This is an optimization exercise on Yosys and OpenROAD, whose aim is small area, not a production implementation. Where RTL was checked, it was by simulation tests only, not by an equivalence proof against the original. Power is estimated from default activity; no workload was simulated.

==> delta <==
==> flow/design.v <==
package i2c_mem_pkg;
  localparam int DATA_W = 8;
  localparam int ADDR_W = 6;
  localparam int REGS_PER_BANK = 8;
  localparam int NUM_BANKS     = 4;
  localparam int NUM_REGS      = NUM_BANKS * REGS_PER_BANK;
  localparam int STATUS_BASE = 32;
  localparam int NUM_STATUS  = 2;
  typedef logic [DATA_W-1:0] data_t;
  typedef logic [ADDR_W-1:0] addr_t;
endpackage
`timescale 1ns/1ns
module i2c_mem_bit_nxt (
  input  logic go,
  input  logic hold,
  input  logic wd,
  input  logic q,
  input  logic init,
  input  logic laen,
  input  logic rst,
  output logic nxt
);
  logic wr_n;     
  logic init_n;   
  assign wr_n   = ~((go & wd) | (hold & q));
  assign init_n = ~(init & (laen | rst));
  assign nxt    = ~(init_n & (laen | wr_n));
endmodule
module i2c_mem_reg_bank (
  input  logic                                                    rst,
  input  logic [i2c_mem_pkg::REGS_PER_BANK-1:0]                   wr_go,
  input  logic [i2c_mem_pkg::REGS_PER_BANK-1:0]                   wr_hold,
  input  i2c_mem_pkg::data_t                                      wr_data,
  input  logic [i2c_mem_pkg::REGS_PER_BANK*i2c_mem_pkg::DATA_W-1:0] rf_init,
  input  logic [i2c_mem_pkg::REGS_PER_BANK*i2c_mem_pkg::DATA_W-1:0] rf_laen,
  input  logic [i2c_mem_pkg::REGS_PER_BANK*i2c_mem_pkg::DATA_W-1:0] rf_data,
  output logic [i2c_mem_pkg::REGS_PER_BANK*i2c_mem_pkg::DATA_W-1:0] rf_next
);
  localparam int NUM_R = i2c_mem_pkg::REGS_PER_BANK;
  localparam int DW    = i2c_mem_pkg::DATA_W;
  for (genvar r = 0; r < NUM_R; r++)
  begin : g_reg
    for (genvar b = 0; b < DW; b++)
    begin : g_bit
      i2c_mem_bit_nxt i_nxt (
        .go   (wr_go[r]),
        .hold (wr_hold[r]),
        .wd   (wr_data[b]),
        .q    (rf_data[r*DW+b]),
        .init (rf_init[r*DW+b]),
        .laen (rf_laen[r*DW+b]),
        .rst  (rst),
        .nxt  (rf_next[r*DW+b])
      );
    end
  end
endmodule
`timescale 1ns/1ns
module i2c_mem_rd_ao3 (
  input  logic [2:0] sel,
  input  logic [2:0] dat,
  output logic       y_n
);
  assign y_n = ~(|(sel & dat));
endmodule
module i2c_mem_rd_mux (
  input  i2c_mem_pkg::addr_t                                         rd_addr,
  input  logic [i2c_mem_pkg::NUM_REGS*i2c_mem_pkg::DATA_W-1:0]       regs,
  input  logic [i2c_mem_pkg::NUM_STATUS*i2c_mem_pkg::DATA_W-1:0]     status,
  output i2c_mem_pkg::data_t                                         rd_data
);
  localparam int DW  = i2c_mem_pkg::DATA_W;
  localparam int NR  = i2c_mem_pkg::NUM_REGS;
  localparam int NS  = i2c_mem_pkg::NUM_STATUS;
  localparam int NE  = NR + NS;
  localparam int NG  = (NE + 2) / 3;
  logic [3*NG*DW-1:0] src;
  logic [3*NG-1:0]    sel;
  logic [NG*DW-1:0]   grp_n;
  assign src = {{(3*NG-NE)*DW{1'b0}}, status, regs};
  always_comb
  begin
    sel = '0;
    for (int k = 0; k < NE; k++)
    begin
      if (k < NR)
        sel[k] = (rd_addr == i2c_mem_pkg::addr_t'(k));
      else
        sel[k] = (rd_addr == i2c_mem_pkg::addr_t'(i2c_mem_pkg::STATUS_BASE + k - NR));
    end
  end
  for (genvar b = 0; b < DW; b++)
  begin : g_bit
    for (genvar g = 0; g < NG; g++)
    begin : g_grp
      i2c_mem_rd_ao3 i_ao3 (
        .sel ({sel[3*g+2], sel[3*g+1], sel[3*g]}),
        .dat ({src[(3*g+2)*DW+b], src[(3*g+1)*DW+b], src[(3*g)*DW+b]}),
        .y_n (grp_n[b*NG+g])
      );
    end
    assign rd_data[b] = ~(&grp_n[b*NG +: NG]);
  end
endmodule
`timescale 1ns/1ns
module i2c_mem (
  input  logic                                                                     wr_clk,
  input  logic                                                                     rst,
  input  logic                                                                     wr_en,
  input  logic [i2c_mem_pkg::ADDR_W-1:0]                                           wr_addr,
  input  logic [i2c_mem_pkg::ADDR_W-1:0]                                           rd_addr,
  input  logic [i2c_mem_pkg::DATA_W-1:0]                                           wr_data,
  input  logic [(i2c_mem_pkg::NUM_REGS+i2c_mem_pkg::NUM_STATUS)*i2c_mem_pkg::DATA_W-1:0] rf_init,
  input  logic [i2c_mem_pkg::NUM_REGS*i2c_mem_pkg::DATA_W-1:0]                     rf_laen,
  output logic [i2c_mem_pkg::DATA_W-1:0]                                           rd_data,
  output logic [i2c_mem_pkg::NUM_REGS*i2c_mem_pkg::DATA_W-1:0]                     rf_data
);
  localparam int RPB = i2c_mem_pkg::REGS_PER_BANK;
  localparam int DW  = i2c_mem_pkg::DATA_W;
  localparam int BW  = RPB * DW;
  localparam int NB  = i2c_mem_pkg::NUM_BANKS;
  localparam int NR  = i2c_mem_pkg::NUM_REGS;
  logic [NR-1:0]    wr_hit;
  logic [NR-1:0]    wr_go;
  logic [NR-1:0]    wr_hold;
  logic [NR*DW-1:0] rf_next;
  always_comb
  begin
    for (int r = 0; r < NR; r++)
    begin
      wr_hit[r]  = wr_en && (wr_addr == i2c_mem_pkg::addr_t'(r));
      wr_go[r]   = wr_hit[r] & ~rst;
      wr_hold[r] = ~wr_hit[r] & ~rst;
    end
  end
  for (genvar g = 0; g < NB; g++)
  begin : g_bank
    i2c_mem_reg_bank i_bank (
      .rst      (rst),
      .wr_go    (wr_go[g*RPB +: RPB]),
      .wr_hold  (wr_hold[g*RPB +: RPB]),
      .wr_data  (wr_data),
      .rf_init  (rf_init[g*BW +: BW]),
      .rf_laen  (rf_laen[g*BW +: BW]),
      .rf_data  (rf_data[g*BW +: BW]),
      .rf_next  (rf_next[g*BW +: BW])
    );
  end
  always_ff @(posedge wr_clk)
    rf_data <= rf_next;
  i2c_mem_rd_mux i_rd_mux (
    .rd_addr (rd_addr),
    .regs    (rf_data),
    .status  (rf_init[i2c_mem_pkg::STATUS_BASE*DW +: i2c_mem_pkg::NUM_STATUS*DW]),
    .rd_data (rd_data)
  );
endmodule
==> flow/run.sh <==
#!/bin/bash
# synth_recipe.tcl (not shown) runs the flow's synth.tcl, then flattens the netlist and writes it again
# the make line also repeats each setting of config.mk as NAME=value (left out here)
make -C /OpenROAD-flow-scripts/flow DESIGN_CONFIG=/design/flow/config.mk WORK_HOME=/design/flow/orfs CLKGATE_MAP_FILE= SYNTH_SCRIPT=/design/flow/synth_recipe.tcl finish
==> flow/config.mk <==
export PLATFORM = sky130hd
export DESIGN_NAME = i2c_mem
export DESIGN_NICKNAME = i2c_mem
export VERILOG_FILES = /design/flow/design.v
export SDC_FILE = /design/flow/constraint.sdc
export NUM_CORES = 4
export LEC_CHECK = 0
export CAP_MARGIN = 20
export CORE_AREA = 10 10 290 290
export DIE_AREA = 0 0 300 300
export SLEW_MARGIN = 20
export SYNTH_HIERARCHICAL = 1
==> flow/constraint.sdc <==
create_clock -name core_clock -period 6.0 [get_ports {wr_clk}]
set_input_delay 1.2000 -clock core_clock [delete_from_list [all_inputs] [get_ports {wr_clk}]]
set_output_delay 1.2000 -clock core_clock [all_outputs]
set_load 0.01 [all_outputs]
==> inputs of lagoon, as changes to delta <==
--- a/flow/design.v
+++ b/flow/design.v
@@ -29,3 +29,3 @@
 module i2c_mem_reg_bank (
-  input  logic                                                    rst,
+  input  logic [i2c_mem_pkg::REGS_PER_BANK-1:0]                   rst_r,
   input  logic [i2c_mem_pkg::REGS_PER_BANK-1:0]                   wr_go,
@@ -51,3 +51,3 @@
         .laen (rf_laen[r*DW+b]),
-        .rst  (rst),
+        .rst  (rst_r[r]),
         .nxt  (rf_next[r*DW+b])
@@ -75,16 +75,26 @@
   localparam int NE  = NR + NS;
-  localparam int NG  = (NE + 2) / 3;
-  logic [3*NG*DW-1:0] src;
-  logic [3*NG-1:0]    sel;
-  logic [NG*DW-1:0]   grp_n;
-  assign src = {{(3*NG-NE)*DW{1'b0}}, status, regs};
-  always_comb
-  begin
-    sel = '0;
-    for (int k = 0; k < NE; k++)
-    begin
-      if (k < NR)
-        sel[k] = (rd_addr == i2c_mem_pkg::addr_t'(k));
-      else
-        sel[k] = (rd_addr == i2c_mem_pkg::addr_t'(i2c_mem_pkg::STATUS_BASE + k - NR));
+  localparam int NG  = NE / 3;            
+  localparam int NL  = NE - 3 * NG;        
+  localparam int NT  = NG + NL;            
+  logic [NE*DW-1:0] src;
+  logic [NE-1:0]    sel;
+  logic [NT*DW-1:0] grp_n;
+  assign src = {status, regs};
+  logic [7:0] lo_n;
+  logic [4:0] hi_n;    
+  i2c_mem_dec3n #(.N(8)) i_lo_dec (.a(rd_addr[2:0]), .y_n(lo_n));
+  i2c_mem_dec3n #(.N(5)) i_hi_dec (.a(rd_addr[5:3]), .y_n(hi_n));
+  for (genvar k = 0; k < NE; k++)
+  begin : g_sel
+    if (k < NR)
+    begin : g_reg
+      i2c_mem_nor2 i_sel (.a(hi_n[k / 8]), .b(lo_n[k % 8]), .y(sel[k]));
+    end
+    else
+    begin : g_status
+      i2c_mem_nor2 i_sel (
+        .a (hi_n[i2c_mem_pkg::STATUS_BASE / 8]),
+        .b (lo_n[(i2c_mem_pkg::STATUS_BASE + k - NR) % 8]),
+        .y (sel[k])
+      );
     end
@@ -98,6 +108,10 @@
         .dat ({src[(3*g+2)*DW+b], src[(3*g+1)*DW+b], src[(3*g)*DW+b]}),
-        .y_n (grp_n[b*NG+g])
+        .y_n (grp_n[b*NT+g])
       );
     end
-    assign rd_data[b] = ~(&grp_n[b*NG +: NG]);
+    for (genvar l = 0; l < NL; l++)
+    begin : g_left
+      assign grp_n[b*NT+NG+l] = ~(sel[3*NG+l] & src[(3*NG+l)*DW+b]);
+    end
+    assign rd_data[b] = ~(&grp_n[b*NT +: NT]);
   end
@@ -105,2 +119,63 @@
 `timescale 1ns/1ns
+module i2c_mem_nor2 (
+  input  logic a,
+  input  logic b,
+  output logic y
+);
+  assign y = ~(a | b);
+endmodule
+module i2c_mem_inv (
+  input  logic a,
+  output logic y
+);
+  assign y = ~a;
+endmodule
+module i2c_mem_nand3 (
+  input  logic a,
+  input  logic b,
+  input  logic c,
+  output logic y
+);
+  assign y = ~(a & b & c);
+endmodule
+module i2c_mem_nand4 (
+  input  logic a,
+  input  logic b,
+  input  logic c,
+  input  logic d,
+  output logic y
+);
+  assign y = ~(a & b & c & d);
+endmodule
+module i2c_mem_dec3n #(
+  parameter int N = 8
+) (
+  input  logic [2:0]   a,
+  output logic [N-1:0] y_n
+);
+  logic [2:0] a_n;
+  for (genvar b = 0; b < 3; b++)
+  begin : g_inv
+    i2c_mem_inv i_inv (.a(a[b]), .y(a_n[b]));
+  end
+  for (genvar i = 0; i < N; i++)
+  begin : g_out
+    i2c_mem_nand3 i_nand (
+      .a (i[0] ? a[0] : a_n[0]),
+      .b (i[1] ? a[1] : a_n[1]),
+      .c (i[2] ? a[2] : a_n[2]),
+      .y (y_n[i])
+    );
+  end
+endmodule
+module i2c_mem_wr_sel (
+  input  logic bank_n,
+  input  logic idx_n,
+  input  logic rst,
+  output logic go,
+  output logic hold
+);
+  i2c_mem_nor2 i_go   (.a(bank_n), .b(idx_n), .y(go));
+  i2c_mem_nor2 i_hold (.a(go),     .b(rst),   .y(hold));
+endmodule
 module i2c_mem (
@@ -122,14 +197,38 @@
   localparam int NR  = i2c_mem_pkg::NUM_REGS;
-  logic [NR-1:0]    wr_hit;
+  logic [NB-1:0]    bank_n;    
+  logic [RPB-1:0]   idx_n;     
   logic [NR-1:0]    wr_go;
   logic [NR-1:0]    wr_hold;
+  logic [NR-1:0]    rst_r;
   logic [NR*DW-1:0] rf_next;
-  always_comb
-  begin
-    for (int r = 0; r < NR; r++)
-    begin
-      wr_hit[r]  = wr_en && (wr_addr == i2c_mem_pkg::addr_t'(r));
-      wr_go[r]   = wr_hit[r] & ~rst;
-      wr_hold[r] = ~wr_hit[r] & ~rst;
-    end
+  logic       wr_low;      
+  logic [1:0] wa_n;        
+  i2c_mem_nor2 i_wr_low (.a(rst), .b(wr_addr[5]), .y(wr_low));
+  i2c_mem_inv  i_wa3_n  (.a(wr_addr[3]), .y(wa_n[0]));
+  i2c_mem_inv  i_wa4_n  (.a(wr_addr[4]), .y(wa_n[1]));
+  for (genvar g = 0; g < NB; g++)
+  begin : g_bank_dec
+    i2c_mem_nand4 i_bank_n (
+      .a (wr_en),
+      .b (wr_low),
+      .c (g[0] ? wr_addr[3] : wa_n[0]),
+      .d (g[1] ? wr_addr[4] : wa_n[1]),
+      .y (bank_n[g])
+    );
+  end
+  i2c_mem_dec3n #(.N(RPB)) i_idx_dec (.a(wr_addr[2:0]), .y_n(idx_n));
+  for (genvar r = 0; r < NR; r++)
+  begin : g_wr
+    i2c_mem_wr_sel i_sel (
+      .bank_n (bank_n[r / RPB]),
+      .idx_n  (idx_n[r % RPB]),
+      .rst    (rst),
+      .go     (wr_go[r]),
+      .hold   (wr_hold[r])
+    );
+  end
+  for (genvar r = 0; r < NR; r += 2)
+  begin : g_rst
+    i2c_mem_nor2 i_rst (.a(wr_go[r]), .b(wr_hold[r]), .y(rst_r[r]));
+    assign rst_r[r+1] = rst_r[r];
   end
@@ -138,3 +237,3 @@
     i2c_mem_reg_bank i_bank (
-      .rst      (rst),
+      .rst_r    (rst_r[g*RPB +: RPB]),
       .wr_go    (wr_go[g*RPB +: RPB]),
==> flow/flow/run.sh (new file) <==
#!/bin/bash
# Standard ORFS layout with three changes to how the layout is made:
#  - pins may sit on neighbouring tracks, so that the 815 ports fit a small die;
#  - the port buffers are the smallest buffer cell;
#  - the clock tree uses clkbuf_8 for clusters of up to 16 registers and no dummy loads.
# Each ORFS step keeps its own log under orfs/logs/; make's output goes to flow.log.
set -o pipefail
bash standard.sh \
  'PLACE_PINS_ARGS=-min_distance 1 -min_distance_in_tracks' \
  'BUFFER_PORTS_ARGS=-buffer_cell sky130_fd_sc_hd__buf_1' \
  'CTS_ARGS=-sink_clustering_enable -repair_clock_nets -dont_use_dummy_load -buf_list {sky130_fd_sc_hd__clkbuf_8} -root_buf sky130_fd_sc_hd__clkbuf_8 -sink_clustering_size 16 -sink_clustering_max_diameter 100' \
  finish > flow.log 2>&1
==> flow/standard.sh (new file) <==
#!/bin/bash
# synth_recipe.tcl (not shown) runs the flow's synth.tcl, then flattens the netlist and writes it again
# the make line also repeats each setting of config.mk as NAME=value (left out here)
make -C /OpenROAD-flow-scripts/flow DESIGN_CONFIG=/design/flow/config.mk WORK_HOME=/design/flow/orfs CLKGATE_MAP_FILE= SYNTH_SCRIPT=/design/flow/synth_recipe.tcl "${@:-finish}"
--- a/flow/config.mk
+++ b/flow/config.mk
@@ -8,4 +8,4 @@
 export CAP_MARGIN = 20
-export CORE_AREA = 10 10 290 290
-export DIE_AREA = 0 0 300 300
+export CORE_AREA = 4 4 236 236
+export DIE_AREA = 0 0 240 240
 export SLEW_MARGIN = 20
removed: flow/run.sh
==> inputs of cedar, as changes to delta <==
--- a/flow/design.v
+++ b/flow/design.v
@@ -75,7 +75,9 @@
   localparam int NE  = NR + NS;
-  localparam int NG  = (NE + 2) / 3;
-  logic [3*NG*DW-1:0] src;
-  logic [3*NG-1:0]    sel;
-  logic [NG*DW-1:0]   grp_n;
-  assign src = {{(3*NG-NE)*DW{1'b0}}, status, regs};
+  localparam int NG  = NE / 3;            
+  localparam int NL  = NE - 3 * NG;        
+  localparam int NT  = NG + NL;            
+  logic [NE*DW-1:0] src;
+  logic [NE-1:0]    sel;
+  logic [NT*DW-1:0] grp_n;
+  assign src = {status, regs};
   always_comb
@@ -98,6 +100,10 @@
         .dat ({src[(3*g+2)*DW+b], src[(3*g+1)*DW+b], src[(3*g)*DW+b]}),
-        .y_n (grp_n[b*NG+g])
+        .y_n (grp_n[b*NT+g])
       );
     end
-    assign rd_data[b] = ~(&grp_n[b*NG +: NG]);
+    for (genvar l = 0; l < NL; l++)
+    begin : g_left
+      assign grp_n[b*NT+NG+l] = ~(sel[3*NG+l] & src[(3*NG+l)*DW+b]);
+    end
+    assign rd_data[b] = ~(&grp_n[b*NT +: NT]);
   end
@@ -105,2 +111,19 @@
 `timescale 1ns/1ns
+module i2c_mem_nor2 (
+  input  logic a,
+  input  logic b,
+  output logic y
+);
+  assign y = ~(a | b);
+endmodule
+module i2c_mem_wr_sel (
+  input  logic bank_n,
+  input  logic idx_n,
+  input  logic rst,
+  output logic go,
+  output logic hold
+);
+  i2c_mem_nor2 i_go   (.a(bank_n), .b(idx_n), .y(go));
+  i2c_mem_nor2 i_hold (.a(go),     .b(rst),   .y(hold));
+endmodule
 module i2c_mem (
@@ -122,3 +145,4 @@
   localparam int NR  = i2c_mem_pkg::NUM_REGS;
-  logic [NR-1:0]    wr_hit;
+  logic [NB-1:0]    bank_n;    
+  logic [RPB-1:0]   idx_n;     
   logic [NR-1:0]    wr_go;
@@ -128,8 +152,16 @@
   begin
-    for (int r = 0; r < NR; r++)
-    begin
-      wr_hit[r]  = wr_en && (wr_addr == i2c_mem_pkg::addr_t'(r));
-      wr_go[r]   = wr_hit[r] & ~rst;
-      wr_hold[r] = ~wr_hit[r] & ~rst;
-    end
+    for (int g = 0; g < NB; g++)
+      bank_n[g] = ~(wr_en & ~rst & (wr_addr[i2c_mem_pkg::ADDR_W-1:3] == 3'(g)));
+    for (int r = 0; r < RPB; r++)
+      idx_n[r] = ~(wr_addr[2:0] == 3'(r));
+  end
+  for (genvar r = 0; r < NR; r++)
+  begin : g_wr
+    i2c_mem_wr_sel i_sel (
+      .bank_n (bank_n[r / RPB]),
+      .idx_n  (idx_n[r % RPB]),
+      .rst    (rst),
+      .go     (wr_go[r]),
+      .hold   (wr_hold[r])
+    );
   end
==> flow/flow/run.sh (new file) <==
#!/bin/bash
# Standard ORFS layout, with the port buffers made from the smallest buffer cell
# and a clock tree of small clock buffers without dummy loads.
# Each ORFS step keeps its own log under orfs/logs/; make's output goes to flow.log.
set -o pipefail
bash standard.sh \
  'BUFFER_PORTS_ARGS=-buffer_cell sky130_fd_sc_hd__buf_1' \
  'CTS_ARGS=-sink_clustering_enable -repair_clock_nets -dont_use_dummy_load -buf_list {sky130_fd_sc_hd__clkbuf_2 sky130_fd_sc_hd__clkbuf_4} -root_buf sky130_fd_sc_hd__clkbuf_4 -sink_clustering_size 12' \
  finish > flow.log 2>&1
==> flow/standard.sh (new file) <==
#!/bin/bash
# synth_recipe.tcl (not shown) runs the flow's synth.tcl, then flattens the netlist and writes it again
# the make line also repeats each setting of config.mk as NAME=value (left out here)
make -C /OpenROAD-flow-scripts/flow DESIGN_CONFIG=/design/flow/config.mk WORK_HOME=/design/flow/orfs CLKGATE_MAP_FILE= SYNTH_SCRIPT=/design/flow/synth_recipe.tcl "${@:-finish}"
removed: flow/run.sh
==> impl_metrics.yaml <==
outcome:
  status: "complete, no violations"
drt:
  first_pass_iters: 10
  viasPerCell: 5.12
  wl_met2_microns: 53100
finish:
  nNonClkInverters: 0
  fin_nets: 2766
  stdcell_count: 3285
power:
  pg_seq_mw: 2.16
synth:
  syn_inst: 1326
timing:
  period_minus_slack_ps: 5530
die:
  die_y_microns: 300
critical_path:
  critPathSlowestCell: "or4b_1"
# the run above: delta

==> impl_metrics.yaml <==
outcome:
  status: "complete, no violations"
critical_path:
  critPathSlowestCell: "a222oi_1"
power:
  pg_seq_mw: 2.06
  power_frac_seq_pct: 54.1
  p_per_area_nw_per_um2: 242
  p_comb_mw: 0.811
timing:
  tightest_slew_ps: 1090
clock_tree:
  clk_latency_ps: 590
synth:
  syn_inst: 1296
drt:
  viasPerCell: 5.86
  first_pass_iters: 7
finish:
  nNonClkInverters: 11
  fin_nets: 2704
  stdcell_count: 2860
placement:
  dp_cells: 2817
die:
  die_y_microns: 240
# the run above: lagoon

==> impl_metrics.yaml <==
critical_path:
  critPathSlowestCell: "a2111o_1"
  crit_fanout: 8
  path_class: "in -> out"
power:
  internal_power_mw: 2.73
  switching_share_pct: 37.4
  power_leader: "registers"
  pg_seq_mw: 2.15
finish:
  fin_nets: 2758
  stdcell_count: 3264
run:
  cap_violations: 0
synth:
  syn_area_sq_um: 11300
  syn_inst: 1278
  synth.mux.area_fraction_pct: 0
timing:
  period_minus_slack_ps: 4820
drt:
  first_pass_iters: 12
  wl_met2_microns: 53500
  drtIter0Drc: 1704
  viasPerCell: 5.08
clock_tree:
  clk_latency_ps: 820
outcome:
  status: "complete, no violations"
die:
  die_y_microns: 300
# the run above: cedar

Function not checked in cedar: the RTL went through the layout flow alone.

[what the ideal ports hide]
The results above use ideal ports. As a check the final layouts listed here were re-extracted and re-timed, cells and wires unchanged.
Step 1 sets driving cells, clkbuf_16 on the clock port and buf_2 on the other inputs (assumed; they add their load-dependent delay and slew).
Step 2, shift: input delay + t, output delay - t, t = (earliest + latest rising clock arrival at the registers) / 2. This alone moves slack from input paths to output paths.
Three values: no drivers, after step 1, after step 2; two values: the first two.
run	t (ns)	setup WS [ns]	worst setup path at the end	latest minus earliest clock arrival (ns)
delta	0.610	0.466 / 0.378 / 0.378	input to output	0.018 / 0.018
lagoon	0.621	0.951 / 0.860 / 0.860	input to output	0.067 / 0.067
cedar	0.853	1.176 / 1.104 / 1.104	input to output	0.106 / 0.106
After both steps setup and hold are still met in every run listed. The setup slack of lagoon, which loses most, moves by -0.091 ns with the drivers and by -0.091 ns with both steps.
